This is an optimization exercise on Yosys and OpenROAD, whose aim is small area, not a production implementation.
Where RTL was checked, it was by simulation tests only, not by an equivalence proof against the original.
For runs 3 to 6, only the layout was checked, not whether the RTL still works.
Power figures rest on the tool's default switching activity, not on a simulated workload.

==> flow/design.v <==
module stream_parser #(
  parameter int NUM_STREAMS = 32,
  parameter int MAX_BYTES   = 37,
  parameter int QDEPTH      = 2
) (
  input  logic                   clk,
  input  logic                   reset,
  input  logic [31:0]            dataIn,
  input  logic                   dataIn_val,
  output logic                   dataIn_ready,
  input  logic                   dataIN_last,
  output logic [MAX_BYTES*8-1:0] dataOut,
  output logic [8:0]             dataOut_bytes,
  output logic [15:0]            dataOut_stream,
  output logic [31:0]            dataOut_seq,
  output logic                   dataOut_val,
  input  logic                   dataOut_ready,
  output logic                   packetLost,
  output logic                   lenError
);
  localparam int NW = (MAX_BYTES + 3) / 4;    
  typedef enum logic [2:0] {IDLE, GET_SEQ, GET_DATA, DRAIN, COMMIT} stateType;
  stateType    stateReg;
  logic        lenErrorReg;
  logic [5:0]  bytesReg;         
  logic [3:0]  wordReg;          
  logic [15:0] streamReg;
  logic [31:0] seqReg;
  logic [1:0]  cntReg;
  logic        rdReg;
  logic [7:0]  slotPay [2][MAX_BYTES];
  logic [5:0]  slotBytes [2];
  logic [15:0] slotStream [2];
  logic [31:0] slotSeq [2];
  logic        slotLost [2];
  logic [31:0] seqs [NUM_STREAMS];
  logic [NUM_STREAMS-1:0] seqValid;
  logic        accept, push, pop, full, wr;
  logic [15:0] headerLen;
  logic        badLen, finalWord;
  logic [3:0]  lastWord;
  logic [4:0]  idx;
  logic [31:0] prevSeq;
  logic        lostNow;
  assign headerLen = dataIn[31:16];
  assign badLen    = (headerLen < 16'd9) || (headerLen > 16'(MAX_BYTES + 8));
  assign lastWord  = 4'((bytesReg - 6'd1) >> 2);
  assign finalWord = (wordReg == lastWord);
  assign full         = cntReg[1];
  assign dataIn_ready = (stateReg != COMMIT) && !((stateReg == GET_DATA) && full);
  assign accept       = dataIn_val && dataIn_ready;
  assign push         = (stateReg == COMMIT);
  assign pop          = dataOut_val && dataOut_ready;
  assign wr           = rdReg ^ cntReg[0];    
  always_ff @(posedge clk) begin
    if (reset) begin
      stateReg    <= IDLE;
      lenErrorReg <= 1'b0;
    end else begin
      lenErrorReg <= 1'b0;
      case (stateReg)
        IDLE: if (accept) begin
          if (dataIN_last) lenErrorReg <= 1'b1;
          else if (badLen) begin
            lenErrorReg <= 1'b1;
            stateReg    <= DRAIN;
          end else stateReg <= GET_SEQ;
        end
        GET_SEQ: if (accept) begin
          if (dataIN_last) begin
            lenErrorReg <= 1'b1;
            stateReg    <= IDLE;
          end else stateReg <= GET_DATA;
        end
        GET_DATA: if (accept) begin
          if (finalWord) begin
            if (dataIN_last) stateReg <= COMMIT;
            else begin
              lenErrorReg <= 1'b1;
              stateReg    <= DRAIN;
            end
          end else if (dataIN_last) begin
            lenErrorReg <= 1'b1;
            stateReg    <= IDLE;
          end
        end
        DRAIN: if (accept && dataIN_last) stateReg <= IDLE;
        default: stateReg <= IDLE;
      endcase
    end
  end
  always_ff @(posedge clk) begin
    if (stateReg == IDLE && accept) begin
      bytesReg  <= 6'(headerLen[5:0] - 6'd8);
      streamReg <= dataIn[15:0];
    end
    if (stateReg == GET_SEQ && accept) seqReg <= dataIn;
    if (stateReg == IDLE) wordReg <= '0;
    else if (stateReg == GET_DATA && accept) wordReg <= wordReg + 4'd1;
  end
  for (genvar s = 0; s < 2; s++) begin : gSlot
    for (genvar b = 0; b < MAX_BYTES; b++) begin : gByte
      always_ff @(posedge clk) begin
        if (stateReg == GET_DATA && !full && wr == s && wordReg == 4'(b / 4))
          slotPay[s][b] <= dataIn[31-8*(b%4) -: 8];
      end
    end
    always_ff @(posedge clk) begin
      if (push && wr == s) begin
        slotBytes[s]  <= bytesReg;
        slotStream[s] <= streamReg;
        slotSeq[s]    <= seqReg;
        slotLost[s]   <= lostNow;
      end
    end
  end
  always_ff @(posedge clk) begin
    if (reset) begin
      cntReg <= '0;
      rdReg  <= 1'b0;
    end else begin
      cntReg <= cntReg + {1'b0, push} - {1'b0, pop};
      if (pop) rdReg <= ~rdReg;
    end
  end
  assign idx     = streamReg[4:0];
  assign prevSeq = seqValid[idx] ? seqs[idx] : 32'd0;
  assign lostNow = (seqReg != prevSeq + 32'd1);
  always_ff @(posedge clk) begin
    if (push) seqs[idx] <= seqReg;
  end
  always_ff @(posedge clk) begin
    if (reset) seqValid <= '0;
    else if (push) seqValid[idx] <= 1'b1;
  end
  logic [5:0] headBytes;
  assign headBytes = slotBytes[rdReg];
  for (genvar b = 0; b < MAX_BYTES; b++) begin : gOut
    logic keep;
    assign keep = (6'(b) < headBytes);
    assign dataOut[(MAX_BYTES-1-b)*8 +: 8] =
      ({8{keep && !rdReg}} & slotPay[0][b]) | ({8{keep && rdReg}} & slotPay[1][b]);
  end
  assign dataOut_val    = (cntReg != 2'd0);
  assign dataOut_bytes  = {3'b000, headBytes};
  assign dataOut_stream = slotStream[rdReg];
  assign dataOut_seq    = slotSeq[rdReg];
  assign packetLost     = slotLost[rdReg];
  assign lenError       = lenErrorReg;
endmodule
==> flow/run.sh <==
#!/bin/bash
# synth_recipe.tcl (not shown) runs the flow's synth.tcl, then flattens the netlist and writes it again
# the make line also repeats each setting of config.mk as NAME=value (left out here)
make -C /OpenROAD-flow-scripts/flow DESIGN_CONFIG=/design/flow/config.mk WORK_HOME=/design/flow/orfs CLKGATE_MAP_FILE= SYNTH_SCRIPT=/design/flow/synth_recipe.tcl finish
==> flow/config.mk <==
export PLATFORM = sky130hd
export DESIGN_NAME = stream_parser
export DESIGN_NICKNAME = stream_parser
export VERILOG_FILES = /design/flow/design.v
export SDC_FILE = /design/flow/constraint.sdc
export NUM_CORES = 4
export LEC_CHECK = 0
export CAP_MARGIN = 20
export CORE_MARGIN = 2
export CORE_UTILIZATION = 40
export SLEW_MARGIN = 20
==> flow/constraint.sdc <==
create_clock -name core_clock -period 6.0 [get_ports {clk}]
set_input_delay 1.2000 -clock core_clock [delete_from_list [all_inputs] [get_ports {clk}]]
set_output_delay 1.2000 -clock core_clock [all_outputs]
set_load 0.01 [all_outputs]
==> results of run 1 <==
[power groups by stage]
stage	Clock, mW	Combinational (mW)	Sequential [mW]
6_report	11.1	5.28	14.2
5_1_grt	11.7	5.54	14.2
4_1_cts	11.2	5.29	14.2
3_5_place_dp	0	5.24	14.4
3_3_place_gp	0	5.25	14.4
2_1_floorplan	0	2.60	14.4
[worst paths after layout]
path                           end  slack, ns
setup / recovery        dataOut[0]       0.26
hold / removal    slotStream[1][5]       0.45
setup reg to reg       slotLost[0]       0.58
hold reg to reg   slotStream[1][5]       0.45
[cell type report]
| class | instances | area share, % |
|---|---|---|
| Antenna cell | 1 | 0.00296 |
| Clock buffer | 242 | 5.88 |
| Clock inverter | 93 | 0.935 |
| Inverter | 25 | 0.111 |
| Multi-Input combinational cell | 1794 | 18.7 |
| Sequential cell | 1828 | 64.5 |
| Tap cell | 2340 | 3.47 |
| Timing Repair Buffer | 578 | 6.45 |
[per-layer routing]
metal  up-vias  global-route usage [%]
met5         -                       0
met4         8                    7.02
met3       301                    6.65
met2      1857                    39.2
met1     21000                    30.9
li1      16700                       -
[kinds of logic after synthesis]
kind of cell	share of synthesized area (%)
fa+ha+maj	0.265
flops	76.7
other cells	0.00529
xor+xnor	0.519
compound gates	5.86
mux	10.6
simple gates	4.48
buf+inv	1.56
[flip-flops by register name, summed over array words and instances, names as in the netlist, named ones only]
signal	cells
seqReg	32
slotStream	32
slotLost	2
wordReg	4
streamReg	16
rdReg	1
slotPay	592
bytesReg	6
stateReg	3
seqs	1024
seqValid	32
slotBytes	12
slotSeq	64
lenErrorReg	1
cntReg	2
[through the flow]
step | util, % | instances | setup slack [ns] | instance area [µm²]
after floorplan | - | 3809 | 1.15 | 70900
after global placement | 44.6 | 6561 | 0.697 | 78600
after detailed placement | 44.7 | 6565 | 0.696 | 78700
after CTS | 47.9 | 6900 | 0.221 | 84400
after global routing | 47.9 | 6900 | 0.0793 | 84400
final | 47.9 | 6901 | 0.262 | 84400
[placed cells by master (no fill, tap or decap), types with 18 or more instances in the layout]
cell type        netlist  layout
edfxtp_1            1780    1780
clkdlybuf4s50_1        0     387
mux2i_1              295     294
a22o_1               234     234
nor2_1               248     211
clkbuf_16              0     187
buf_4                 34     177
mux4_2               171     171
nand2_1              114     114
a22oi_1               83      83
a21oi_1               82      82
mux2_2                61      61
nand3_1               59      59
clkbuf_1              47      45
dfxtp_1               48      42
clkinv_2               0      38
o21ai_0               37      37
nor2_4                 0      36
nor3_1                30      28
nand4_1               28      28
o22ai_1               27      27
clkinv_1               1      26
inv_1                 24      24
xnor2_1               24      24
and2_1                35      23
nor4_1                23      23
xor2_1                18      18
nor2b_1               21      18
[worst max-delay path: stages (launching register included)]
cell	delay, ns
dfxtp_4	0.51
buf_4	0.41
mux2i_1	0.26
inv_1	0.23
nor2_1	0.13
a21oi_1	0.86
nor2b_1	0.27
buf_4	0.24
a22o_1	0.20
clkdlybuf4s50_1	0.56
==> results.yml, run 1 <==
hold_path:
  min_path_type: "reg2reg"
  whs_path_depth: 0
  min_from: "streamReg[5]"
logic_synthesis:
  synth_top_area_share_pct: 75.4
  synth_flop_cell: "edfxtp_1"
  syn_area_um2: 70900
  syn_area_per_cell_um2: 18.6
  synth.ff_latch_count: 1828
  synth_commonest_cells: "edfxtp_1 (1,780), mux2i_1 (295), nor2_1 (248), a22o_1 (234), mux4_2 (171)"
  yosysWarnings: 6
  synth_top_area_cell: "edfxtp_1"
  ys_seq_area_share_pct: 76.7
  syn-instance-count: 3807
  synthArstFlopShare_pct: 0
  ys_types: 77
  yosysMostFrequentCell: "edfxtp_1"
  synth_area_leaders: "edfxtp_1 (75%), mux4_2 (5.4%), mux2i_1 (4.2%), a22o_1 (2.9%), dfxtp_1 (1.4%)"
  synth_edf_count: 1780
run_status:
  status: "finished clean"
timing:
  rsz0062_at_grt: "no"
  relSlewSlack_pct: 21.9
  finalHoldViolCount: 0
  hold_ws_ns: 0.448
  final.setup.tns_ns: 0
  finalSetupViolCount: 0
  fin_crit_ns: 5.74
  skew_ns: 0.0498
  finalMaxSlewViolations: 0
  fmax_ghz: 0.174
  timing.final.crit_share_pct: 95.6
  worst_pin_slew_ns: 1.16
cts:
  post_cts.repair.setup_buffers: 0
  path_clk_slew_ns: 0.06
  cts-resized-gates: 0
  cts_root_buffer: "clkbuf_16"
  clock-sinks: 1828
  cts_max_level: 4
  cts_made_buffers: 183
  cts_tree: "built"
  ctsHoldBuffers: 0
  clock_latency_ns: 0.83
  clock_path_buffers: 3
route:
  route.met2.wl_um: 106000
  first_iter_violations: 4455
  drt-met1-wl_um: 85100
  met3_length_um: 20800
  num_vias: 39800
  post_drt_wl_per_cell_um: 31.6
  dr.max_layer_used: "met5"
  ant_nets: 0
  via_per_inst: 5.77
  drcViolationCount: 0
  postRouteWirelength_um: 218000
  drt_first_pass_iters: 6
pwr:
  vdd.ir_drop.worst_mv: 0.282
  p_seq_share_pct: 46.4
  total_power_mw: 30.5
  swShare_pct: 26.4
  switchingPower_mw: 8.05
  p_leak_nw: 27.7
  p_int_mw: 22.5
  clkPwrFrac_pct: 36.3
  combPwrFrac_pct: 17.3
  p_per_area_nw_per_um2: 361
grt:
  first_global_vias: 39800
  antenna_found_initial: 9
  grt.total_usage_pct: 23.9
  grt.overflow.total: 0
  grt_max_degree: 61
  grt_pass1_wl_um: 305000
place:
  dp_hpwl_um: 138000
  gp_congestion: 0.885
  io_buffers: 390
floorplan:
  io_pins: 394
  rows: 154
  start_util_pct: 40.3
  die_w_um: 425
  die_h_um: 425
  die_area_um2: 181000
  core_area_um2: 176000
layout:
  layout.nets: 4462
  seq_area_um2: 54400
  n_fill_cell: 14800
  area_growth_pct: 19.0
  multiInputGateArea_um2: 15800
  drive_gt1_share_pct: 16.8
worst_setup_path:
  worstPathMaxFanout: 28
  worstPathRequired_ns: 4.80
  cp.arrival_ns: 4.54
  start_kind: "register"
  endpoint_kind: "output port"
  rr_worst_depth: 12
  startpoint: "rdReg"
  setup.worst_path.class: "reg2out"
flow_run:
  drv_cap: 0
==> run 2, diff against run 1 <==
--- a/flow/design.v
+++ b/flow/design.v
@@ -34,5 +34,4 @@
   logic [31:0] slotSeq [2];
   logic        slotLost [2];
-  logic [31:0] seqs [NUM_STREAMS];
   logic [NUM_STREAMS-1:0] seqValid;
   logic        accept, push, pop, full, wr;
@@ -124,10 +123,42 @@
     end
   end
+  logic [31:0] ring [NUM_STREAMS];
+  logic [4:0]  rotReg;
+  logic        lastValid;
+  logic        lastSlot;
+  logic [4:0]  lastIdx, wpos, ridx, rpos;
+  logic [31:0] lastSeq, portVal, capReg;
+  logic        aligned, hitLast;
+  assign lastSlot = ~wr;
+  assign lastIdx  = slotStream[lastSlot][4:0];
+  assign lastSeq  = slotSeq[lastSlot];
+  assign wpos     = lastIdx + rotReg + 5'd1;
+  always_ff @(posedge clk) begin
+    for (int p = 0; p < NUM_STREAMS; p++) begin
+      if (p % 4 == 0 && lastValid && wpos == 5'(p)) ring[p] <= lastSeq;
+      else ring[p] <= ring[(p + NUM_STREAMS - 1) % NUM_STREAMS];
+    end
+  end
+  always_ff @(posedge clk) begin
+    if (reset) begin
+      rotReg    <= '0;
+      lastValid <= 1'b0;
+    end else begin
+      rotReg <= rotReg + 5'd1;
+      if (push) lastValid <= 1'b1;
+    end
+  end
+  assign ridx    = (stateReg == IDLE) ? dataIn[4:0] : streamReg[4:0];
+  assign rpos    = ridx + rotReg;
+  assign aligned = (rpos[1:0] == 2'd0);
+  assign portVal = ring[{rpos[4:2], 2'b00}];
+  always_ff @(posedge clk) begin
+    if (aligned) capReg <= portVal;
+  end
   assign idx     = streamReg[4:0];
-  assign prevSeq = seqValid[idx] ? seqs[idx] : 32'd0;
+  assign hitLast = lastValid && (lastIdx == idx);
+  assign prevSeq = hitLast ? lastSeq :
+                   seqValid[idx] ? (aligned ? portVal : capReg) : 32'd0;
   assign lostNow = (seqReg != prevSeq + 32'd1);
-  always_ff @(posedge clk) begin
-    if (push) seqs[idx] <= seqReg;
-  end
   always_ff @(posedge clk) begin
     if (reset) seqValid <= '0;
==> results.yml, run 2 <==
floorplan:
  io_pins: 394
  start_util_pct: 40.3
  core_area_um2: 150000
  die_w_um: 393
  die_area_um2: 154000
  rows: 142
  die_h_um: 393
route:
  drt_first_pass_iters: 5
  via_per_inst: 5.27
  first_iter_violations: 3520
  ant_nets: 0
  num_vias: 38400
  post_drt_wl_per_cell_um: 25.2
  drcViolationCount: 0
  postRouteWirelength_um: 183000
pwr:
  p_leak_nw: 27.6
  vdd.ir_drop.worst_mv: 0.333
  p_per_area_nw_per_um2: 433
  total_power_mw: 32.7
logic_synthesis:
  synth_top_family_by_area: "compound AO/OA/AOI/OAI gates"
  yosysWarnings: 7
  yosys.area_share.simple_pct: 7.46
  yosysMostFrequentCell: "dfxtp_1"
  synth_commonest_cells: "dfxtp_1 (1,105), edfxtp_1 (756), nor2_1 (412), nand2_1 (275), a21oi_1 (225)"
  synth.ff_latch_count: 1861
  syn_area_per_cell_um2: 13.9
  synth_top_area_share_pct: 37.6
  synthArstFlopShare_pct: 0
  synthXorXnorAreaFrac_pct: 1.06
  synth_area_leaders: "edfxtp_1 (38%), dfxtp_1 (37%), a22o_1 (3.2%), nor2_1 (2.6%), mux2i_1 (2.1%)"
  syn_area_um2: 60400
  ys_seq_area_share_pct: 74.2
  synth_edf_count: 756
  synth_flop_cell: "dfxtp_1"
  ys_types: 112
  synth-compound-area-share_pct: 11.6
  synthMuxAreaShare_pct: 3.39
  synthAdderAreaFrac_pct: 0.571
  synth_top_area_cell: "edfxtp_1"
  syn-instance-count: 4356
timing:
  fmax_ghz: 0.171
  finalMaxSlewViolations: 0
  worst_pin_slew_ns: 1.17
  worst_slack_ns: 0.156
  rsz0062_at_grt: "no"
  timing.final.crit_share_pct: 97.4
  relSlewSlack_pct: 21.9
  final.setup.tns_ns: 0
  finalSetupViolCount: 0
  finalHoldViolCount: 0
  fin_crit_ns: 5.84
  skew_ns: 0.0528
grt:
  grt.total_usage_pct: 23.5
  grt_max_degree: 65
  antenna_found_initial: 8
  grt.overflow.total: 0
  grt_pass1_wl_um: 264000
  first_global_vias: 37700
cts:
  cts_made_buffers: 179
  cts_tree: "built"
  cts_max_level: 4
  path_clk_slew_ns: 0.06
  clock_path_buffers: 3
  clock-sinks: 1861
  ctsHoldBuffers: 0
  cts_root_buffer: "clkbuf_16"
  clock_latency_ns: 0.80
layout:
  top_regs: "ring: 1024 flops, slotPay: 592 flops, slotSeq: 64 flops"
  largest_reg_flops: 1024
  drive_gt1_share_pct: 16.5
  layout_commonest_cell: "dfxtp_1"
  layout.nets: 5177
  regMostFlops: "ring"
  area_growth_pct: 24.7
  most-common-layout-cells: "dfxtp_1 (1,104), edfxtp_1 (756), nor2_1 (402), clkdlybuf4s50_1 (387), buf_4 (371)"
place:
  place_ws_ns: -0.964
  gp_congestion: 0.948
  dp_hpwl_um: 128000
  io_buffers: 390
run_status:
  status: "finished clean"
worst_setup_path:
  start_kind: "primary input"
  r2r_slack_ns: 0.46
  endpoint_kind: "register"
  setup.worst_path.class: "in2reg"
  worstPathRequired_ns: 6.52
  worstPathMaxFanout: 9
  cp.arrival_ns: 6.37
flow_run:
  drv_cap: 0
hold_path:
  min_path_type: "reg2reg"
run 2: changes by cell type after synthesis, moves of 79 or more:
| cell | before | now |
|---|---|---|
| a21oi_1 | 82 | 225 |
| clkbuf_1 | 47 | 126 |
| dfxtp_1 | 48 | 1105 |
| edfxtp_1 | 1780 | 756 |
| mux2i_1 | 295 | 128 |
| mux4_2 | 171 | 6 |
| nand2_1 | 114 | 275 |
| nor2_1 | 248 | 412 |
| o21ai_0 | 37 | 186 |
run 2: per-stage QoR:
| stage | instance area (µm²) | util [%] | instances | hold WS, ns |
|---|---|---|---|---|
| 2_1_floorplan | 60400 | - | 4358 | 0.310 |
| 3_3_place_gp | 69100 | 46.1 | 6941 | 0.310 |
| 3_5_place_dp | 69100 | 46.1 | 6942 | 0.312 |
| 4_1_cts | 75200 | 50.1 | 7276 | 0.279 |
| 5_1_grt | 75400 | 50.3 | 7281 | 0.299 |
| 6_report | 75400 | 50.3 | 7282 | 0.291 |
run 2: timing repair:
item / in CTS / in global routing
endpoints found under the setup margin: 2 / 2
gates resized for setup: 8 / 33
buffers inserted: 1 / 5
pin swaps: 2 / 12
endpoints found under the hold margin: 0 / 0
run 2: layout make-up:
class                   instances  area, µm²
repair buffers                777       6980
inverters                      39        146
clock buffers                 242       5170
multi-input cells            2255      14800
fillers                     13000      74600
flip-flops and latches       1861      44800
diodes                          1       2.50
clock inverters                91        890
well taps                    2016       2520
run 2: path summary, 6_finish.rpt:
path,startpoint,to,depth (start not counted)
setup / recovery,dataIn[0],slotLost[0],23
hold / removal,ring[26][27],ring[27][27],0
setup reg to reg,stateReg[1],slotLost[0],25
hold reg to reg,ring[26][27],ring[27][27],0
run 2: critical path, cell delays in order:
cell and delay [ns]:
clkdlybuf4s50_1 0.39, buf_4 0.18, nand2_1 0.09, o21ai_2 0.08
ha_2 0.22, fa_2 0.38, buf_12 0.16, xor2_2 0.19
buf_4 0.18, buf_4 0.14, a2111oi_0 0.36, nor2_1 0.10
nor4b_1 0.17, buf_4 0.17, nor4_4 0.27, o211ai_2 0.23
nor4_4 0.38, and3_2 0.30, nand3_2 0.09, or4_1 0.53
o211ai_2 0.14, o211ai_1 0.11, a211o_1 0.29
run 2: kinds of logic after synthesis:
| group | Yosys count |
|---|---|
| buffers and inverters | 242 |
| AO/OA/AOI/OAI | 981 |
| XOR/XNOR | 66 |
| adder cells (fa/ha/maj) | 27 |
| AND/OR/NAND/NOR | 988 |
| other | 1 |
| multiplexers | 190 |
| flip-flops | 1861 |
run 2: report_power, final:
part | internal, mW | switching (mW)
registers | 13.4 | 0.134
clock network | 6.45 | 4.89
logic | 3.25 | 4.51
total | 23.1 | 9.53
run 2: routing by layer:
layer / up-vias / global-route usage, % / share of wire, %
met2: 1342 / 37.3 / 46
met4: 2 / 7.06 / 2.8
li1: 17500 / - / -
met1: 19200 / 30.6 / 42
met5: - / 0 / 0.0071
met3: 267 / 7.74 / 9.1
==> run 3, diff against run 2 <==
--- a/flow/design.v
+++ b/flow/design.v
@@ -29,9 +29,14 @@
   logic [1:0]  cntReg;
   logic        rdReg;
-  logic [7:0]  slotPay [2][MAX_BYTES];
-  logic [5:0]  slotBytes [2];
-  logic [15:0] slotStream [2];
-  logic [31:0] slotSeq [2];
   logic        slotLost [2];
+  logic        phReg;
+  logic [7:0]  payA [MAX_BYTES], payB [MAX_BYTES];
+  logic [5:0]  bytesA, bytesB;
+  logic [15:0] streamA, streamB;
+  logic [31:0] seqA, seqB;
+  logic [31:0] stageReg;
+  logic [3:0]  stageGrp;
+  logic        stageV;
+  logic        inAsm, wrAtB, headAtA;
   logic [NUM_STREAMS-1:0] seqValid;
   logic        accept, push, pop, full, wr;
@@ -98,18 +103,49 @@
     else if (stateReg == GET_DATA && accept) wordReg <= wordReg + 4'd1;
   end
+  assign inAsm   = (stateReg == GET_DATA) && !full;
+  assign wrAtB   = (phReg != wr);
+  assign headAtA = (phReg == rdReg);
+  logic [31:0] busE, busO;
+  always_ff @(posedge clk) begin
+    if (reset) begin
+      phReg  <= 1'b0;
+      stageV <= 1'b0;
+    end else begin
+      phReg  <= ~phReg;
+      stageV <= accept && inAsm && !wrAtB;
+    end
+    stageReg <= dataIn;
+    stageGrp <= wordReg;
+  end
+  assign busE = (stageV && !stageGrp[0]) ? stageReg : dataIn;
+  assign busO = (stageV &&  stageGrp[0]) ? stageReg : dataIn;
+  for (genvar b = 0; b < MAX_BYTES; b++) begin : gByte
+    logic wen;
+    assign wen = (inAsm && wrAtB && (wordReg == 4'(b / 4))) ||
+                 (stageV && (stageGrp == 4'(b / 4)));
+    always_ff @(posedge clk) begin
+      payB[b] <= payA[b];
+      if (wen) payA[b] <= ((b / 4) % 2 == 0) ? busE[31-8*(b%4) -: 8]
+                                             : busO[31-8*(b%4) -: 8];
+      else     payA[b] <= payB[b];
+    end
+  end
+  always_ff @(posedge clk) begin
+    bytesB  <= bytesA;
+    streamB <= streamA;
+    seqB    <= seqA;
+    if ((inAsm || push) && wrAtB) begin
+      bytesA  <= bytesReg;
+      streamA <= streamReg;
+      seqA    <= seqReg;
+    end else begin
+      bytesA  <= bytesB;
+      streamA <= streamB;
+      seqA    <= seqB;
+    end
+  end
   for (genvar s = 0; s < 2; s++) begin : gSlot
-    for (genvar b = 0; b < MAX_BYTES; b++) begin : gByte
-      always_ff @(posedge clk) begin
-        if (stateReg == GET_DATA && !full && wr == s && wordReg == 4'(b / 4))
-          slotPay[s][b] <= dataIn[31-8*(b%4) -: 8];
-      end
-    end
     always_ff @(posedge clk) begin
-      if (push && wr == s) begin
-        slotBytes[s]  <= bytesReg;
-        slotStream[s] <= streamReg;
-        slotSeq[s]    <= seqReg;
-        slotLost[s]   <= lostNow;
-      end
+      if (push && wr == s) slotLost[s] <= lostNow;
     end
   end
@@ -131,6 +167,6 @@
   logic        aligned, hitLast;
   assign lastSlot = ~wr;
-  assign lastIdx  = slotStream[lastSlot][4:0];
-  assign lastSeq  = slotSeq[lastSlot];
+  assign lastIdx  = (phReg == lastSlot) ? streamA[4:0] : streamB[4:0];
+  assign lastSeq  = (phReg == lastSlot) ? seqA : seqB;
   assign wpos     = lastIdx + rotReg + 5'd1;
   always_ff @(posedge clk) begin
@@ -166,15 +202,15 @@
   end
   logic [5:0] headBytes;
-  assign headBytes = slotBytes[rdReg];
+  assign headBytes = headAtA ? bytesA : bytesB;
   for (genvar b = 0; b < MAX_BYTES; b++) begin : gOut
     logic keep;
     assign keep = (6'(b) < headBytes);
     assign dataOut[(MAX_BYTES-1-b)*8 +: 8] =
-      ({8{keep && !rdReg}} & slotPay[0][b]) | ({8{keep && rdReg}} & slotPay[1][b]);
+      ({8{keep && headAtA}} & payA[b]) | ({8{keep && !headAtA}} & payB[b]);
   end
   assign dataOut_val    = (cntReg != 2'd0);
   assign dataOut_bytes  = {3'b000, headBytes};
-  assign dataOut_stream = slotStream[rdReg];
-  assign dataOut_seq    = slotSeq[rdReg];
+  assign dataOut_stream = headAtA ? streamA : streamB;
+  assign dataOut_seq    = headAtA ? seqA : seqB;
   assign packetLost     = slotLost[rdReg];
   assign lenError       = lenErrorReg;
--- a/flow/config.mk
+++ b/flow/config.mk
@@ -6,6 +6,8 @@
 export NUM_CORES = 4
 export LEC_CHECK = 0
+export ABC_AREA = 1
 export CAP_MARGIN = 20
 export CORE_MARGIN = 2
-export CORE_UTILIZATION = 40
+export CORE_UTILIZATION = 60
+export GPL_TIMING_DRIVEN = 0
 export SLEW_MARGIN = 20
==> results.yml, run 3 <==
floorplan:
  start_util_pct: 60.8
  io_pins: 394
  die_w_um: 317
  rows: 114
  core_area_um2: 97000
  die_h_um: 317
  die_area_um2: 101000
worst_setup_path:
  worstPathMaxFanout: 11
  cp_num_buf_inv: 4
  cp_slowest_cell: "o21ai_0"
  cpLargestDelayFamily: "simple AND/OR/NAND/NOR gates"
  worstPathRequired_ns: 4.80
  endpoint_kind: "output port"
  start_kind: "register"
  cpPeakStageDelay_ns: 0.70
  cp.arrival_ns: 4.67
  path_cells: "inv_2, nand2_1, nand2_2, nand2_1, nand2_1, inv_1, nor2_1, clkinv_1, nand2_1, nand2_1, o21ai_0, clkdlybuf4s50_1"
  setup.worst_path.class: "reg2out"
  critPathMostFrequentCell: "nand2_1"
layout:
  largest_reg_flops: 1024
  n_fill_cell: 7290
  top_regs: "ring: 1024 flops, payA: 296 flops, payB: 296 flops"
  most-common-layout-cells: "dfxtp_1 (1,843), nand2_1 (1,101), o21ai_0 (725), inv_1 (587), nand3_1 (429)"
  layout.nets: 6635
  regMostFlops: "ring"
  drive_gt1_share_pct: 11.4
  area_growth_pct: 19.7
  design_area_um2: 70600
  layout_commonest_cell: "dfxtp_1"
route:
  drt_first_pass_iters: 6
  postRouteWirelength_um: 174000
  post_drt_wl_per_cell_um: 21.7
  num_vias: 43100
  via_per_inst: 5.38
  drcViolationCount: 0
  ant_nets: 0
  first_iter_violations: 3818
logic_synthesis:
  ys_types: 54
  syn-instance-count: 5976
  synthArstFlopShare_pct: 0
  synth_flop_cell: "dfxtp_1"
  ys_seq_area_share_pct: 65.5
  synth_top_area_cell: "dfxtp_1"
  yosysWarnings: 5
  synth_commonest_cells: "dfxtp_1 (1,843), nand2_1 (1,106), o21ai_0 (771), inv_1 (587), nand3_1 (433)"
  synth_top_area_share_pct: 62.6
  syn_area_per_cell_um2: 9.86
  synth_edf_count: 56
  yosysMostFrequentCell: "dfxtp_1"
  syn_area_um2: 58900
  synth.ff_latch_count: 1899
  synth_area_leaders: "dfxtp_1 (63%), nand2_1 (7.0%), o21ai_0 (6.5%), mux2_2 (5.0%), inv_1 (3.7%)"
flow_run:
  drv_cap: 0
pwr:
  vdd.ir_drop.worst_mv: 0.373
  p_per_area_nw_per_um2: 509
  p_leak_nw: 31.1
  total_power_mw: 35.9
cts:
  path_clk_slew_ns: 0.06
  cts_root_buffer: "clkbuf_16"
  cts_max_level: 4
  cts_made_buffers: 176
  clock_path_buffers: 3
  clock-sinks: 1899
  clock_latency_ns: 0.78
  cts_tree: "built"
grt:
  antenna_found_initial: 15
  first_global_vias: 40900
  grt_use_met1_pct: 44.0
  grt_max_degree: 23
  grt.overflow.total: 0
  grt.total_usage_pct: 33.6
  met3_usage_pct: 6.82
  busiest_layer: "met2"
  grt_pass1_wl_um: 256000
  gr-usage-met2_pct: 54.5
timing:
  finalSetupViolCount: 0
  worst_slack_ns: 0.128
  fmax_ghz: 0.170
  finalHoldViolCount: 0
  skew_ns: 0.0200
  fin_crit_ns: 5.87
  worst_pin_slew_ns: 1.22
  relSlewSlack_pct: 18.0
  finalMaxSlewViolations: 0
  timing.final.crit_share_pct: 97.9
  final.setup.tns_ns: 0
place:
  place_ws_ns: -1.32
  place_area_um2: 64600
  dp_hpwl_um: 124000
  io_buffers: 389
  gp_congestion: 0.951
run_status:
  status: "finished clean"
hold_path:
  min_path_type: "reg2reg"
==> run 3: changes by cell type in the layout (fill, tap and decap cells not counted), sizes merged, moves of 205 or more <==
| cell | before | now |
|---|---|---|
| edfxtp | 756 | 56 |
| nand2 | 276 | 1142 |
| a22o | 223 | 0 |
| dfxtp | 1105 | 1843 |
| mux2 | 55 | 260 |
| nand3 | 49 | 438 |
| inv | 46 | 605 |
| o21ai | 193 | 823 |
| buf | 388 | 91 |
==> run 3: layer usage <==
layer,share of wire (%),wire (µm)
met4,4.1,7150
met5,0.045,78
met3,7.4,12800
met1,42,73600
met2,46,80400
==> run 3: metrics by stage <==
step,utilization [%],hold WS (ns),cells
global route,72.7,0.320,7996
CTS,72.6,0.317,7981
detailed placement,66.6,0.312,7658
global placement,66.4,0.310,7643
finish,72.8,0.315,8003
floorplan,-,0.310,5978
==> run 3: path summary, 6_finish.rpt <==
check	startpoint	endpoint	slack (ns)	depth (start not counted)
max	rdReg	dataOut[204]	0.13	12
min	ring[14][29]	ring[15][29]	0.31	0
max reg2reg	stateReg[0]	slotLost[0]	0.32	32
min reg2reg	ring[14][29]	ring[15][29]	0.31	0
==> run 3: power breakdown <==
group | switching (mW) | internal (mW)
sequential | 0.405 | 13.6
combinational | 6.67 | 4.24
clock | 4.76 | 6.23
==> run 3: layout make-up <==
type	count	area [µm²]	share of cell area, %
Sequential cell	1899	38600	54.7
Multi-Input combinational cell	3259	17200	24.4
Clock buffer	261	5190	7.36
Timing Repair Buffer	418	4100	5.81
Inverter	605	2300	3.26
Tap cell	1276	1600	2.26
Buffer	213	1040	1.47
Clock inverter	63	556	0.787
Antenna cell	9	22.5	0.0319
==> run 3: logic make-up after synthesis <==
kind of cell | synth area share, %
flip-flops | 65.5
buffers and inverters | 5.61
multiplexers | 4.97
adder cells (fa/ha/maj) | 0.565
other | 0.00636
AO/OA/AOI/OAI | 7.97
AND/OR/NAND/NOR | 15.0
XOR/XNOR | 0.431
==> run 3: what timing repair did <==
action,CTS,global route
setup buffers,0,13
endpoints found under the setup margin,182,9
hold buffers,0,0
pin swaps,0,6
gates resized for setup,24,27
==> run 4, diff against run 3 <==
--- a/flow/design.v
+++ b/flow/design.v
@@ -39,5 +39,4 @@
   logic        stageV;
   logic        inAsm, wrAtB, headAtA;
-  logic [NUM_STREAMS-1:0] seqValid;
   logic        accept, push, pop, full, wr;
   logic [15:0] headerLen;
@@ -159,19 +158,25 @@
     end
   end
-  logic [31:0] ring [NUM_STREAMS];
-  logic [4:0]  rotReg;
+  localparam int NRING = NUM_STREAMS / 4;
+  logic [32:0] ring [NRING][4];
+  logic [1:0]  rotReg;
   logic        lastValid;
   logic        lastSlot;
-  logic [4:0]  lastIdx, wpos, ridx, rpos;
-  logic [31:0] lastSeq, portVal, capReg;
-  logic        aligned, hitLast;
+  logic [4:0]  lastIdx, ridx;
+  logic [31:0] lastSeq, seqM1;
+  logic [32:0] portVal, capReg, src;
+  logic        wAligned, aligned, hitLast;
   assign lastSlot = ~wr;
   assign lastIdx  = (phReg == lastSlot) ? streamA[4:0] : streamB[4:0];
   assign lastSeq  = (phReg == lastSlot) ? seqA : seqB;
-  assign wpos     = lastIdx + rotReg + 5'd1;
-  always_ff @(posedge clk) begin
-    for (int p = 0; p < NUM_STREAMS; p++) begin
-      if (p % 4 == 0 && lastValid && wpos == 5'(p)) ring[p] <= lastSeq;
-      else ring[p] <= ring[(p + NUM_STREAMS - 1) % NUM_STREAMS];
+  assign wAligned = (2'(lastIdx[1:0] + rotReg) == 2'd3);
+  for (genvar j = 0; j < NRING; j++) begin : gRing
+    always_ff @(posedge clk) begin
+      for (int q = 1; q < 4; q++) begin
+        ring[j][q][31:0] <= ring[j][q-1][31:0];
+        ring[j][q][32]   <= ring[j][q-1][32] && !reset;
+      end
+      if (lastValid && !reset && wAligned && lastIdx[4:2] == 3'(j)) ring[j][0] <= {1'b1, lastSeq};
+      else ring[j][0] <= {ring[j][3][32] && !reset, ring[j][3][31:0]};
     end
   end
@@ -181,12 +186,11 @@
       lastValid <= 1'b0;
     end else begin
-      rotReg <= rotReg + 5'd1;
+      rotReg <= rotReg + 2'd1;
       if (push) lastValid <= 1'b1;
     end
   end
   assign ridx    = (stateReg == IDLE) ? dataIn[4:0] : streamReg[4:0];
-  assign rpos    = ridx + rotReg;
-  assign aligned = (rpos[1:0] == 2'd0);
-  assign portVal = ring[{rpos[4:2], 2'b00}];
+  assign aligned = (2'(ridx[1:0] + rotReg) == 2'd0);
+  assign portVal = ring[ridx[4:2]][0];
   always_ff @(posedge clk) begin
     if (aligned) capReg <= portVal;
@@ -194,11 +198,8 @@
   assign idx     = streamReg[4:0];
   assign hitLast = lastValid && (lastIdx == idx);
-  assign prevSeq = hitLast ? lastSeq :
-                   seqValid[idx] ? (aligned ? portVal : capReg) : 32'd0;
-  assign lostNow = (seqReg != prevSeq + 32'd1);
-  always_ff @(posedge clk) begin
-    if (reset) seqValid <= '0;
-    else if (push) seqValid[idx] <= 1'b1;
-  end
+  assign src     = aligned ? portVal : capReg;
+  assign prevSeq = hitLast ? lastSeq : (src[32] ? src[31:0] : 32'd0);
+  assign seqM1   = seqReg - 32'd1;
+  assign lostNow = (prevSeq != seqM1);
   logic [5:0] headBytes;
   assign headBytes = headAtA ? bytesA : bytesB;
--- a/flow/config.mk
+++ b/flow/config.mk
@@ -6,8 +6,10 @@
 export NUM_CORES = 4
 export LEC_CHECK = 0
-export ABC_AREA = 1
 export CAP_MARGIN = 20
 export CORE_MARGIN = 2
-export CORE_UTILIZATION = 60
+export CORE_UTILIZATION = 55
+export CTS_BUF_LIST = sky130_fd_sc_hd__clkbuf_8
+export CTS_CLUSTER_DIAMETER = 50
+export CTS_CLUSTER_SIZE = 16
 export GPL_TIMING_DRIVEN = 0
 export SLEW_MARGIN = 20
==> results.yml, run 4 <==
flow_run:
  drv_cap: 0
timing:
  finalMaxSlewViolations: 0
  skew_ns: 0.0378
  timing.final.crit_share_pct: 100
  fin_crit_ns: 6.02
  finalSetupViolCount: 3
  fmax_ghz: 0.166
  finalHoldViolCount: 0
  final.setup.tns_ns: -0.0464
  relSlewSlack_pct: 16.5
  worst_slack_ns: -0.0195
  rsz0062_at_grt: "yes"
  hold_ws_ns: 0.316
  worst_pin_slew_ns: 1.25
worst_setup_path:
  start_kind: "register"
  endpoint_kind: "output port"
  cp.arrival_ns: 4.82
  setup.worst_path.class: "reg2out"
  path_cells: "clkbuf_2, xor2_2, nand2_1, and2_1, inv_1, nor2_1, a21oi_2, nor2b_1, clkbuf_1, a22o_1, clkdlybuf4s50_1"
  rr_worst_depth: 17
  cpPeakStageDelay_ns: 0.57
  cp_slowest_cell: "clkdlybuf4s50_1"
  worstPathMaxFanout: 10
  worstPathRequired_ns: 4.80
layout:
  largest_reg_flops: 1056
  area_growth_pct: 16.3
  stdcell_count: 6997
  top_regs: "ring: 1056 flops, payA: 296 flops, payB: 296 flops"
  n_fill_cell: 8180
  seq_area_um2: 38500
  regMostFlops: "ring"
  design_area_um2: 64800
  fin_util_pct: 64.6
  most-common-layout-cells: "dfxtp_1 (1,841), a21oi_1 (572), nor2_1 (557), nand2_1 (507), clkdlybuf4s50_1 (390)"
  multiInputGateArea_um2: 16500
  drive_gt1_share_pct: 8.72
  layout.nets: 5614
  layout_commonest_cell: "dfxtp_1"
route:
  met3_length_um: 15500
  post_drt_wl_per_cell_um: 26.4
  route.met2.wl_um: 86600
  via_per_inst: 5.68
  drt_first_pass_iters: 6
  drt-met1-wl_um: 72800
  first_iter_violations: 3789
  num_vias: 39800
  dr.max_layer_used: "met5"
  postRouteWirelength_um: 184000
  drcViolationCount: 0
  ant_nets: 0
cts:
  clock-sinks: 1897
  clock_latency_ns: 0.91
  cts_tree: "built"
  ctsHoldBuffers: 0
  cts_max_level: 4
  path_clk_slew_ns: 0.09
  cts_root_buffer: "clkbuf_8"
  cts_made_buffers: 153
  clock_path_buffers: 3
run_status:
  status: "failed layout checks"
  so_faults: "negative setup slack"
place:
  gp_congestion: 0.984
  place_ws_ns: -0.868
  place_area_um2: 61800
  dp_hpwl_um: 134000
  place_inst: 6765
  io_buffers: 390
logic_synthesis:
  syn-instance-count: 5000
  synth_top_area_share_pct: 66.1
  synth.ff_latch_count: 1897
  syn_area_um2: 55700
  syn_area_per_cell_um2: 11.1
  ys_types: 88
  synth_edf_count: 56
  yosysMostFrequentCell: "dfxtp_1"
  yosysWarnings: 5
  synthArstFlopShare_pct: 0
  synth_area_leaders: "dfxtp_1 (66%), a21oi_1 (5.2%), nor2_1 (3.9%), a22o_1 (3.5%), nand2_1 (3.4%)"
  synth_top_area_cell: "dfxtp_1"
  ys_seq_area_share_pct: 69.1
  synth_commonest_cells: "dfxtp_1 (1,841), a21oi_1 (584), nor2_1 (576), nand2_1 (507), a22o_1 (221)"
  synth_flop_cell: "dfxtp_1"
grt:
  antenna_found_initial: 17
  grt_pass1_wl_um: 262000
  grt_max_degree: 23
  grt.overflow.total: 0
  first_global_vias: 38300
  grt.total_usage_pct: 34.8
hold_path:
  min_path_type: "reg2reg"
  whs_path_depth: 0
floorplan:
  die_w_um: 322
  io_pins: 394
  start_util_pct: 55.6
  die_area_um2: 104000
  die_h_um: 322
  core_area_um2: 100000
  rows: 116
pwr:
  total_power_mw: 31.9
  p_leak_nw: 25.8
  vdd.ir_drop.worst_mv: 0.422
  p_per_area_nw_per_um2: 492
==> run 4: worst max-delay path, delay by kind of cell (launching register included) <==
kind            cells  cell delay, ns
buf+inv             4            1.52
compound gates      2            0.84
simple gates        4            0.86
xor+xnor            1            0.34
flops               1            0.36
==> run 4: logic make-up (layout without fill, tap and decap cells) <==
kind of cell	count (synthesis)	after routing	share of synthesized area [%]
xor+xnor	68	68	1.09
mux	206	206	3.89
buf+inv	294	925	2.16
simple gates	1331	1331	10.1
fa+ha+maj	13	13	0.292
other cells	1	10	0.00673
compound gates	1190	1190	13.3
flops	1897	1897	69.1
==> run 4: path summary, 6_finish.rpt <==
path          startpoint  slack [ns]          end
min          ring[6][21]        0.32  ring[7][21]
min reg2reg  ring[6][21]        0.32  ring[7][21]
max                phReg       -0.02   dataOut[0]
max reg2reg  stateReg[2]        0.22  slotLost[1]
==> run 4: layout make-up <==
| class | instances | share of cell area, % |
|---|---|---|
| clock buffers | 165 | 3.50 |
| flip-flops and latches | 1897 | 59.4 |
| repair buffers | 407 | 6.25 |
| diodes | 7 | 0.0270 |
| clock inverters | 59 | 0.874 |
| multi-input cells | 2811 | 25.4 |
| inverters | 41 | 0.237 |
| plain buffers | 253 | 1.66 |
| well taps | 1357 | 2.62 |
==> run 4: routing by layer <==
layer  vias up  GRT usage (%)
li1      18200              -
met1     19400           43.3
met2      1652           57.2
met3       441           8.59
met4        22           16.0
met5         -              0
==> run 4: timing repair <==
action	CTS	global route
pin swaps	0	0
endpoints found under the setup margin	314	53
gates resized for setup	47	17
setup buffers	0	0
==> run 4: power breakdown <==
part	switching (mW)	internal (mW)
Sequential	0.522	13.4
Clock	4.19	2.84
Combinational	6.71	4.21
Total	11.4	20.5
==> run 5, diff against run 4 <==
==> flow/flow/run.sh (new file) <==
#!/bin/bash
# The standard layout (standard.sh: the ORFS flow with the standard
# synthesis, unchanged) with a few OpenROAD options changed:
#  - the buffers Yosys/ABC put in are removed at floorplan, as placement
#    repair re-buffers what needs it;
#  - every input and output port still gets its own buffer, a buf_1;
#  - the clock tree uses larger sink clusters and no dummy loads.
# ORFS's own logs stay under orfs/logs; the make output goes to standard.log.
set -euo pipefail
export REMOVE_ABC_BUFFERS=1
export BUFFER_PORTS_ARGS="-buffer_cell sky130_fd_sc_hd__buf_1"
export CTS_ARGS="-sink_clustering_enable -repair_clock_nets -dont_use_dummy_load -buf_list {sky130_fd_sc_hd__clkbuf_8} -sink_clustering_size 16 -sink_clustering_max_diameter 50"
bash standard.sh > standard.log 2>&1
==> flow/standard.sh (new file) <==
#!/bin/bash
# synth_recipe.tcl (not shown) runs the flow's synth.tcl, then flattens the netlist and writes it again
# the make line also repeats each setting of config.mk as NAME=value (left out here)
make -C /OpenROAD-flow-scripts/flow DESIGN_CONFIG=/design/flow/config.mk WORK_HOME=/design/flow/orfs CLKGATE_MAP_FILE= SYNTH_SCRIPT=/design/flow/synth_recipe.tcl "${@:-finish}"
--- a/flow/config.mk
+++ b/flow/config.mk
@@ -9,7 +9,4 @@
 export CORE_MARGIN = 2
 export CORE_UTILIZATION = 55
-export CTS_BUF_LIST = sky130_fd_sc_hd__clkbuf_8
-export CTS_CLUSTER_DIAMETER = 50
-export CTS_CLUSTER_SIZE = 16
 export GPL_TIMING_DRIVEN = 0
 export SLEW_MARGIN = 20
removed: flow/run.sh
==> results.yml, run 5 <==
logic_synthesis:
  synth.ff_latch_count: 1897
  ys_seq_area_share_pct: 69.1
  synth_top_area_cell: "dfxtp_1"
  synth_area_leaders: "dfxtp_1 (66%), a21oi_1 (5.2%), nor2_1 (3.9%), a22o_1 (3.5%), nand2_1 (3.4%)"
  syn_area_per_cell_um2: 11.1
  yosysWarnings: 5
  ys_types: 88
  synthArstFlopShare_pct: 0
  synth_commonest_cells: "dfxtp_1 (1,841), a21oi_1 (584), nor2_1 (576), nand2_1 (507), a22o_1 (221)"
  syn_area_um2: 55700
  syn-instance-count: 5000
  synth_flop_cell: "dfxtp_1"
  synth_top_area_share_pct: 66.1
  synth_edf_count: 56
  yosysMostFrequentCell: "dfxtp_1"
route:
  post_drt_wl_per_cell_um: 23.7
  num_vias: 37000
  drt_first_pass_iters: 6
  ant_nets: 0
  drcViolationCount: 0
  via_per_inst: 5.49
  postRouteWirelength_um: 159000
  first_iter_violations: 2721
worst_setup_path:
  startpoint: "phReg"
  rr_startpoint: "stateReg[0]"
  r2r-end: "slotLost[1]"
  worstPathMaxFanout: 20
  cp_slowest_cell: "dfxtp_2"
  endpoint: "dataOut[135]"
  cpPeakStageDelay_ns: 0.55
  path_cells: "xor2_4, buf_16, buf_16, buf_8, nand2_1, and2_1, inv_1, nor2_1, nand2_1, nand3_1, nor2_4, a22o_1, buf_1"
  cpLargestDelayFamily: "simple AND/OR/NAND/NOR gates"
  crit_cells: 13
  start_kind: "register"
  rr_worst_depth: 15
  setup.worst_path.class: "reg2out"
  cp_num_buf_inv: 5
  cp.arrival_ns: 4.58
  endpoint_kind: "output port"
  worstPathRequired_ns: 4.80
  r2r_slack_ns: 0.39
layout:
  stdcell_count: 6726
  fin_util_pct: 61.7
  drive_gt1_share_pct: 7.49
  layout_commonest_cell: "dfxtp_1"
  largest_reg_flops: 1056
  most-common-layout-cells: "dfxtp_1 (1,838), a21oi_1 (579), nor2_1 (566), nand2_1 (502), buf_1 (387)"
  top_regs: "ring: 1056 flops, payA: 296 flops, payB: 296 flops"
  design_area_um2: 61900
  area_growth_pct: 11.0
  layout.nets: 5416
  regMostFlops: "ring"
pwr:
  combPwrFrac_pct: 30.2
  p_int_mw: 18.5
  clkPwrFrac_pct: 21.2
  switchingPower_mw: 10.4
  vdd.ir_drop.worst_mv: 0.347
  total_power_mw: 28.8
  p_per_area_nw_per_um2: 466
  p_seq_share_pct: 48.6
  p_leak_nw: 24.8
  swShare_pct: 36.0
floorplan:
  die_w_um: 322
  io_pins: 394
  core_area_um2: 100000
  rows: 116
  start_util_pct: 55.6
  die_area_um2: 104000
  die_h_um: 322
cts:
  path_clk_slew_ns: 0.09
  clock_latency_ns: 0.87
  cts_max_level: 4
  cts_made_buffers: 156
  clock-sinks: 1897
  cts_root_buffer: "clkbuf_8"
  clock_path_buffers: 3
  cts_tree: "built"
grt:
  grt.total_usage_pct: 30.2
  first_global_vias: 35800
  grt_max_degree: 65
  grt_pass1_wl_um: 232000
  grt.overflow.total: 0
  antenna_found_initial: 14
timing:
  rsz0062_at_grt: "no"
  finalSetupViolCount: 0
  skew_ns: 0.0796
  hold_ws_ns: 0.286
  timing.final.crit_share_pct: 96.3
  fmax_ghz: 0.173
  worst_pin_slew_ns: 1.11
  finalMaxSlewViolations: 0
  finalHoldViolCount: 0
  relSlewSlack_pct: 23.6
  fin_crit_ns: 5.78
place:
  place_area_um2: 59500
  gp_congestion: 0.930
  place_inst: 6563
  dp_hpwl_um: 111000
  io_buffers: 390
hold_path:
  min_from: "ring[10][16]"
  min_path_type: "reg2reg"
flow_run:
  drv_cap: 0
run_status:
  status: "finished clean"
==> run 5: cell counts after synthesis <==
Identical to the previous run, type by type.
==> run 5: per-stage QoR <==
| step | setup WS [ns] | setup TNS (ns) |
|---|---|---|
| 2_1_floorplan | -4.30 | -1217.15 |
| 3_3_place_gp | -14.46 | -5083.54 |
| 3_5_place_dp | -0.268 | -0.536 |
| 4_1_cts | -0.201 | -3.36 |
| 5_1_grt | 0.0315 | 0 |
| 6_report | 0.224 | 0 |
==> run 5: area by class of cell <==
| cell class | count | area [µm²] |
|---|---|---|
| repair buffers | 458 | 2790 |
| flip-flops and latches | 1897 | 38500 |
| diodes | 5 | 12.5 |
| fillers | 8421 | 38400 |
| inverters | 41 | 154 |
| multi-input cells | 2812 | 16500 |
| well taps | 1357 | 1700 |
| clock buffers | 156 | 2150 |
==> run 5: worst min-delay path by stage <==
stage                         endpoint  cells past startpoint  slack [ns]
after floorplan            ring[10][0]                      0        0.31
after global placement     ring[19][3]                      0        0.31
after detailed placement  ring[15][19]                      0        0.31
after CTS                 ring[22][31]                      0        0.28
after global routing      ring[22][31]                      0        0.29
final                     ring[11][16]                      0        0.29
==> run 5: cell families after synthesis <==
| group | after synthesis | share of synthesized area (%) |
|---|---|---|
| xor gates and xnor gates | 68 | 1.09 |
| and+or+nand+nor | 1331 | 10.1 |
| other | 1 | 0.00673 |
| buffers and inverters | 294 | 2.16 |
| adders and majority gates | 13 | 0.292 |
| muxes | 206 | 3.89 |
| AOI/OAI and AO/OA | 1190 | 13.3 |
| DFF | 1897 | 69.1 |
==> run 5: what timing repair did <==
item,CTS,global route
gates resized for setup,20,10
hold buffers,0,0
endpoints found under the setup margin,224,162
cloned,0,1
pin swaps,2,1
buffers inserted,1,0
==> run 5: power by group through the flow <==
stage / registers, mW / logic [mW] / clock network (mW)
global placement: 14.2 / 8.28 / 0
detailed placement: 14.3 / 8.54 / 0
finish: 14.0 / 8.71 / 6.12
CTS: 14.0 / 8.64 / 6.27
floorplan: 14.1 / 4.71 / 0
global route: 14.1 / 9.24 / 6.73
==> run 5: routing by layer <==
metal,part of all wire (%),global-route usage (%),routed length [µm],up-vias
li1,-,-,-,17700
met2,47,49.5,74700,1005
met5,0.072,0,115,-
met3,6.9,7.82,10900,306
met1,42,38.2,67400,17900
met4,3.8,11.8,6110,18
==> run 6, diff against run 5 <==
--- a/flow/flow/run.sh
+++ b/flow/flow/run.sh
@@ -10,4 +10,4 @@
 export REMOVE_ABC_BUFFERS=1
 export BUFFER_PORTS_ARGS="-buffer_cell sky130_fd_sc_hd__buf_1"
-export CTS_ARGS="-sink_clustering_enable -repair_clock_nets -dont_use_dummy_load -buf_list {sky130_fd_sc_hd__clkbuf_8} -sink_clustering_size 16 -sink_clustering_max_diameter 50"
+export CTS_ARGS="-sink_clustering_enable -repair_clock_nets -dont_use_dummy_load -buf_list {sky130_fd_sc_hd__clkbuf_16} -sink_clustering_size 30 -sink_clustering_max_diameter 60"
 bash standard.sh > standard.log 2>&1
==> results.yml, run 6 <==
cts:
  path_clk_slew_ns: 0.11
  cts_max_level: 3
  ctsHoldBuffers: 0
  cts_made_buffers: 119
  cts_tree: "built"
  clock_latency_ns: 0.74
  clock-sinks: 1897
  clock_path_buffers: 3
  cts_root_buffer: "clkbuf_16"
flow_run:
  drv_cap: 0
logic_synthesis:
  ys_seq_area_share_pct: 69.1
  synth_top_area_cell: "dfxtp_1"
  synth.ff_latch_count: 1897
  synth_commonest_cells: "dfxtp_1 (1,841), a21oi_1 (584), nor2_1 (576), nand2_1 (507), a22o_1 (221)"
  synth_top_area_share_pct: 66.1
  syn-instance-count: 5000
  synth_area_leaders: "dfxtp_1 (66%), a21oi_1 (5.2%), nor2_1 (3.9%), a22o_1 (3.5%), nand2_1 (3.4%)"
  yosysMostFrequentCell: "dfxtp_1"
  synth_flop_cell: "dfxtp_1"
  syn_area_per_cell_um2: 11.1
  yosysWarnings: 5
  synth_edf_count: 56
  syn_area_um2: 55700
  synthArstFlopShare_pct: 0
  ys_types: 88
pwr:
  p_int_mw: 19.6
  p_per_area_nw_per_um2: 480
  p_leak_nw: 25.1
  total_power_mw: 30.1
  vdd.ir_drop.worst_mv: 0.353
  swShare_pct: 34.8
  clkPwrFrac_pct: 24.6
  switchingPower_mw: 10.5
  p_seq_share_pct: 46.5
  combPwrFrac_pct: 28.8
layout:
  regMostFlops: "ring"
  design_area_um2: 62700
  multiInputGateArea_um2: 16500
  layout.nets: 5379
  drive_gt1_share_pct: 6.80
  most-common-layout-cells: "dfxtp_1 (1,841), a21oi_1 (579), nor2_1 (566), nand2_1 (502), buf_1 (387)"
  n_fill_cell: 8286
  area_growth_pct: 12.4
  largest_reg_flops: 1056
  top_regs: "ring: 1056 flops, payA: 296 flops, payB: 296 flops"
  seq_area_um2: 38500
  layout_commonest_cell: "dfxtp_1"
timing:
  rsz0062_at_grt: "yes"
  finalMaxSlewViolations: 0
  fmax_ghz: 0.170
  skew_ns: 0.0759
  timing.final.crit_share_pct: 97.8
  finalSetupViolCount: 0
  relSlewSlack_pct: 21.7
  final.setup.tns_ns: 0
  fin_crit_ns: 5.87
  finalHoldViolCount: 0
  worst_pin_slew_ns: 1.14
  hold_ws_ns: 0.274
place:
  gp_congestion: 0.930
  place_area_um2: 59500
  io_buffers: 390
  dp_hpwl_um: 111000
floorplan:
  die_h_um: 322
  start_util_pct: 55.6
  io_pins: 394
  die_area_um2: 104000
  die_w_um: 322
  core_area_um2: 100000
  rows: 116
route:
  drt_first_pass_iters: 6
  postRouteWirelength_um: 159000
  via_per_inst: 5.50
  post_drt_wl_per_cell_um: 23.8
  first_iter_violations: 2870
  ant_nets: 0
  num_vias: 36800
  drcViolationCount: 0
worst_setup_path:
  cp_num_buf_inv: 4
  cp.arrival_ns: 4.67
  cpPeakStageDelay_ns: 0.77
  worstPathMaxFanout: 14
  endpoint_kind: "output port"
  cp_slowest_cell: "nor2_1"
  setup.worst_path.class: "reg2out"
  path_cells: "xnor2_2, buf_6, buf_6, buf_6, nand2_1, and2_1, nor3_2, a21oi_1, nor2_1, a22o_1, buf_1"
  critPathMostFrequentCell: "buf_6"
  start_kind: "register"
  worstPathRequired_ns: 4.80
  cpLargestDelayFamily: "simple AND/OR/NAND/NOR gates"
grt:
  grt_pass1_wl_um: 232000
  antenna_found_initial: 12
  grt_max_degree: 65
  grt.overflow.total: 0
  grt.total_usage_pct: 30.0
  first_global_vias: 35600
hold_path:
  min_path_type: "reg2reg"
run_status:
  status: "finished clean"
-- run 6: worst paths after layout --
check	from	to	slack, ns	depth (start not counted)
max reg2reg	stateReg[1]	slotLost[1]	0.38	14
min	ring[22][17]	ring[23][17]	0.27	0
min reg2reg	ring[22][17]	ring[23][17]	0.27	0
max	rdReg	dataOut[55]	0.13	11
-- run 6: cell families after synthesis --
kind of cell	count (synthesis)	share of synthesized area (%)
buf+inv	294	2.16
fa+ha+maj	13	0.292
xor+xnor	68	1.09
mux	206	3.89
compound gates	1190	13.3
simple gates	1331	10.1
flops	1897	69.1
other cells	1	0.00673
-- run 6: timing repair --
action	in CTS	in global routing
buffers inserted	1	0
gates resized for setup	13	12
pin swaps	2	1
endpoints found under the hold margin	0	0
setup endpoints to repair	205	81
cloned	0	1
-- run 6: layer usage --
metal | up-vias | track usage [%] | share of wire, %
met2 | 1042 | 49.6 | 47
met4 | 18 | 11.2 | 4.0
met1 | 17800 | 38.2 | 42
met3 | 277 | 7.19 | 6.7
li1 | 17700 | - | -
met5 | - | 0 | 0.080
-- run 6: power by group through the flow --
| stage | registers (mW) | clock network, mW | logic (mW) |
|---|---|---|---|
| finish | 14.0 | 7.41 | 8.68 |
| global route | 14.1 | 7.97 | 9.23 |
| CTS | 14.0 | 7.54 | 8.62 |
| detailed placement | 14.3 | 0 | 8.54 |
| global placement | 14.2 | 0 | 8.28 |
| floorplan | 14.1 | 0 | 4.71 |
-- run 6: worst reg2reg max path, cell delays in order (launching register included) --
cell and delay [ns]:
dfxtp_1 0.84, or3_4 0.58, nand2_1 0.11, nand2_1 0.09
ha_1 0.16, xnor2_1 0.14, nor2b_1 0.29, mux2_4 0.57
o21ai_0 0.19, o21ai_0 0.78, o32a_1 0.29, o2111ai_1 0.14
a2111oi_2 0.35, o2111ai_1 0.16, or4_1 0.69
-- run 6: area by class of cell --
class	count	area share (%)
Clock buffer	119	4.75
Timing Repair Buffer	458	4.45
Antenna cell	3	0.0120
Inverter	41	0.246
Sequential cell	1897	61.5
Multi-Input combinational cell	2812	26.3
Tap cell	1357	2.71
-- run 6: per-stage QoR --
stage	util [%]	instances	setup WS (ns)
floorplan	-	4749	-4.30
global placement	57.7	6496	-14.46
detailed placement	59.4	6563	-0.268
CTS	62.4	6683	-0.0433
global route	62.5	6686	-0.0137
finish	62.5	6687	0.134
==> run 7, diff against run 6 <==
--- a/flow/design.v
+++ b/flow/design.v
@@ -104,5 +104,8 @@
   assign inAsm   = (stateReg == GET_DATA) && !full;
   assign wrAtB   = (phReg != wr);
-  assign headAtA = (phReg == rdReg);
+  always_ff @(posedge clk) begin
+    if (reset) headAtA <= 1'b1;
+    else       headAtA <= (~phReg == (rdReg ^ pop));
+  end
   logic [31:0] busE, busO;
   always_ff @(posedge clk) begin
@@ -205,8 +208,9 @@
   assign headBytes = headAtA ? bytesA : bytesB;
   for (genvar b = 0; b < MAX_BYTES; b++) begin : gOut
-    logic keep;
-    assign keep = (6'(b) < headBytes);
+    logic keepA, keepB;
+    assign keepA = (6'(b) < bytesA);
+    assign keepB = (6'(b) < bytesB);
     assign dataOut[(MAX_BYTES-1-b)*8 +: 8] =
-      ({8{keep && headAtA}} & payA[b]) | ({8{keep && !headAtA}} & payB[b]);
+      ({8{keepA && headAtA}} & payA[b]) | ({8{keepB && !headAtA}} & payB[b]);
   end
   assign dataOut_val    = (cntReg != 2'd0);
==> flow/flow/run.sh (replaced) <==
#!/bin/bash
# The standard layout (standard.sh: the ORFS flow with the standard
# synthesis, unchanged) with a few OpenROAD options changed:
#  - the buffers Yosys/ABC put in are removed at floorplan, as placement
#    repair re-buffers what needs it;
#  - every input and output port still gets its own buffer, a buf_1;
#  - the clock tree uses clkbuf_8 buffers, sink clusters of up to 16 and
#    no dummy loads.
# ORFS's own logs stay under orfs/logs; the make output goes to standard.log.
set -euo pipefail
export REMOVE_ABC_BUFFERS=1
export BUFFER_PORTS_ARGS="-buffer_cell sky130_fd_sc_hd__buf_1"
export CTS_ARGS="-sink_clustering_enable -repair_clock_nets -dont_use_dummy_load -buf_list {sky130_fd_sc_hd__clkbuf_8} -sink_clustering_size 16 -sink_clustering_max_diameter 50"
bash standard.sh > standard.log 2>&1
==> results.yml, run 7 <==
timing:
  rsz0062_at_grt: "no"
  final.setup.tns_ns: 0
  worst_pin_slew_ns: 1.22
  timing.final.crit_share_pct: 94.3
  skew_ns: 0.0645
  worst_slack_ns: 0.342
  fin_crit_ns: 5.66
  fmax_ghz: 0.177
  hold_ws_ns: 0.291
  relSlewSlack_pct: 18.7
  finalHoldViolCount: 0
  finalSetupViolCount: 0
  finalMaxSlewViolations: 0
layout:
  drive_gt1_share_pct: 8.04
  fin_util_pct: 61.2
  layout_commonest_cell: "dfxtp_1"
  top_regs: "ring: 1056 flops, payA: 296 flops, payB: 296 flops"
  regMostFlops: "ring"
  layout.nets: 5165
  area_growth_pct: 10.3
  largest_reg_flops: 1056
  n_fill_cell: 8255
  most-common-layout-cells: "dfxtp_1 (1,841), nor2_1 (564), a21oi_1 (526), buf_1 (387), a22o_1 (293)"
route:
  drt_first_pass_iters: 6
  post_drt_wl_per_cell_um: 24.1
  via_per_inst: 5.57
  first_iter_violations: 2726
  ant_nets: 0
  num_vias: 35800
  drcViolationCount: 0
  postRouteWirelength_um: 155000
worst_setup_path:
  endpoint_kind: "register"
  worstPathRequired_ns: 6.45
  start_kind: "register"
  r2r-end: "slotLost[1]"
  r2r_slack_ns: 0.34
  cp.arrival_ns: 6.11
  rr_startpoint: "stateReg[2]"
  setup.worst_path.class: "reg2reg"
  worstPathMaxFanout: 34
  rr_worst_depth: 16
floorplan:
  core_area_um2: 100000
  die_w_um: 322
  start_util_pct: 55.5
  die_area_um2: 103000
  die_h_um: 322
  io_pins: 394
  rows: 116
grt:
  grt_pass1_wl_um: 225000
  antenna_found_initial: 16
  first_global_vias: 34800
  grt_max_degree: 65
  grt.total_usage_pct: 29.3
  grt.overflow.total: 0
cts:
  clock_latency_ns: 0.86
  path_clk_slew_ns: 0.09
  post_cts.repair.setup_buffers: 0
  cts_tree: "built"
  clock_path_buffers: 3
  ctsHoldBuffers: 0
  clock-sinks: 1898
  cts_root_buffer: "clkbuf_8"
  cts_made_buffers: 154
  cts_max_level: 4
hold_path:
  min_path_type: "reg2reg"
  min_from: "ring[10][6]"
  whs_path_depth: 0
  whs_endpoint: "ring[11][6]"
pwr:
  vdd.ir_drop.worst_mv: 0.281
  p_per_area_nw_per_um2: 461
  p_leak_nw: 24.3
place:
  dp_hpwl_um: 107000
  gp_congestion: 0.923
  place_ws_ns: -0.397
  io_buffers: 390
logic_synthesis:
  synth_edf_count: 56
  syn_area_per_cell_um2: 11.7
  ys_seq_area_share_pct: 69.5
  synth_top_area_share_pct: 66.5
  syn-instance-count: 4743
  synth_top_area_cell: "dfxtp_1"
  synth_commonest_cells: "dfxtp_1 (1,842), nor2_1 (567), a21oi_1 (527), a22o_1 (297), nand2_1 (200)"
  ys_types: 83
  yosysWarnings: 5
  yosysMostFrequentCell: "dfxtp_1"
  synth.ff_latch_count: 1898
  synthArstFlopShare_pct: 0
  syn_area_um2: 55500
  synth_area_leaders: "dfxtp_1 (66%), a21oi_1 (4.8%), a22o_1 (4.7%), nor2_1 (3.8%), edfxtp_1 (3.0%)"
  synth_flop_cell: "dfxtp_1"
flow_run:
  drv_cap: 0
run_status:
  status: "finished clean"
-- run 7: layer usage --
metal	vias to the layer above	global-route usage (%)	part of all wire [%]
met5	-	0	0.027
met4	6	11.9	3.8
met3	287	7.18	6.7
met2	1026	47.3	46
met1	17300	37.8	43
li1	17100	-	-
-- run 7: how the worst max path moves through the flow --
stage / startpoint / cells past startpoint / end
2_1_floorplan: rdReg / 8 / ring[0][0]
3_3_place_gp: rdReg / 8 / ring[16][11]
3_5_place_dp: dataIn[0] / 16 / slotLost[1]
4_1_cts: stateReg[0] / 16 / slotLost[1]
5_1_grt: stateReg[0] / 16 / slotLost[1]
6_report: stateReg[2] / 16 / slotLost[1]
-- run 7: cell type report --
cell class | count | area, µm² | area share, %
Tap cell | 1298 | 1620 | 2.65
Sequential cell | 1898 | 38600 | 63.0
Antenna cell | 8 | 20.0 | 0.0327
Clock buffer | 154 | 2120 | 3.46
Timing Repair Buffer | 447 | 2530 | 4.14
Multi-Input combinational cell | 2562 | 16100 | 26.4
Inverter | 52 | 195 | 0.319
-- run 7: logic make-up after synthesis --
family	after synthesis	share of synthesized area, %
buffers and inverters	285	2.09
other	1	0.00676
adder cells (fa/ha/maj)	13	0.293
multiplexers	253	4.91
flip-flops	1898	69.5
XOR/XNOR	62	1.03
AO/OA/AOI/OAI	1238	14.4
AND/OR/NAND/NOR	993	7.76
-- run 7: worst max-delay path, stage by stage, from the launching register on --
cell and delay (ns):
dfxtp_1 0.53, or3_2 0.88, nand2_1 0.16, nand2_1 0.07, ha_1 0.19, xnor2_1 0.16
nor2b_1 0.32, mux2_8 0.44, o2111ai_1 0.25, o21bai_2 0.49, inv_1 0.45, nand3_1 0.19
o21ai_0 0.14, a2111o_1 0.32, a22o_1 0.25, nor4_2 0.13, nand4_1 0.30
-- run 7: what timing repair did --
item                                    CTS  global route
endpoints found under the setup margin    2             2
resized for setup                         1             1
cloned                                    0             0
-- run 7: power breakdown --
part	switching, mW	total, mW	internal [mW]	leakage, nW
combinational	5.40	8.06	2.66	7.34
sequential	0.648	14.1	13.4	15.9
clock	3.78	6.08	2.30	1.11
-- run 7: through the flow --
step	instances	instance area [µm²]	total power [mW]
floorplan	4512	54500	18.5
CTS	6409	61100	28.4
global route	6417	61200	29.4
detailed placement	6255	59000	22.4
finish	6419	61200	28.2
global placement	6200	57600	22.1

[port drivers added, routing unchanged]
How much do the figures lean on ideal ports? The routed layouts below were timed once more, with nothing changed but the port constraints. Step 1 (the two cells are an assumption about what drives the block):
set clk [get_ports {clk}]
set_driving_cell -lib_cell sky130_fd_sc_hd__clkbuf_16 $clk
set_driving_cell -lib_cell sky130_fd_sc_hd__buf_2 [delete_from_list [all_inputs] $clk]
Step 2 also shifts input and output timing later by t, the mid clock arrival at the registers, as if the neighbouring blocks saw the same clock. Three values: ideal ports, drivers, drivers and shift; two values: the first two.
run	shift t [ns]	setup slack, ns	latest minus earliest clock arrival (ns)	worst register clock-pin slew, ns	worst data-port slew with drivers (ns)
run 1	0.895	0.262 / 0.179 / 0.578	0.057 / 0.057	0.07 / 0.07	0.08
run 2	0.859	0.156 / 0.159 / -0.647	0.061 / 0.061	0.07 / 0.07	0.11
run 3	0.843	0.128 / 0.058 / -0.519	0.023 / 0.022	0.07 / 0.07	0.18
run 4	0.968	-0.020 / -0.096 / -0.907	0.039 / 0.039	0.10 / 0.10	0.16
run 5	0.905	0.224 / 0.148 / -0.035	0.080 / 0.081	0.10 / 0.10	0.12
run 6	0.782	0.134 / 0.058 / 0.003	0.076 / 0.076	0.11 / 0.11	0.14
run 7	0.901	0.342 / 0.342 / -0.385	0.065 / 0.065	0.10 / 0.10	0.13
With both steps, setup timing fails in run 2, run 3, run 5 and run 7, where it was met with ideal ports. For run 4, which loses most, drivers alone change the setup slack by -0.076 ns; drivers and shift together by -0.887 ns.
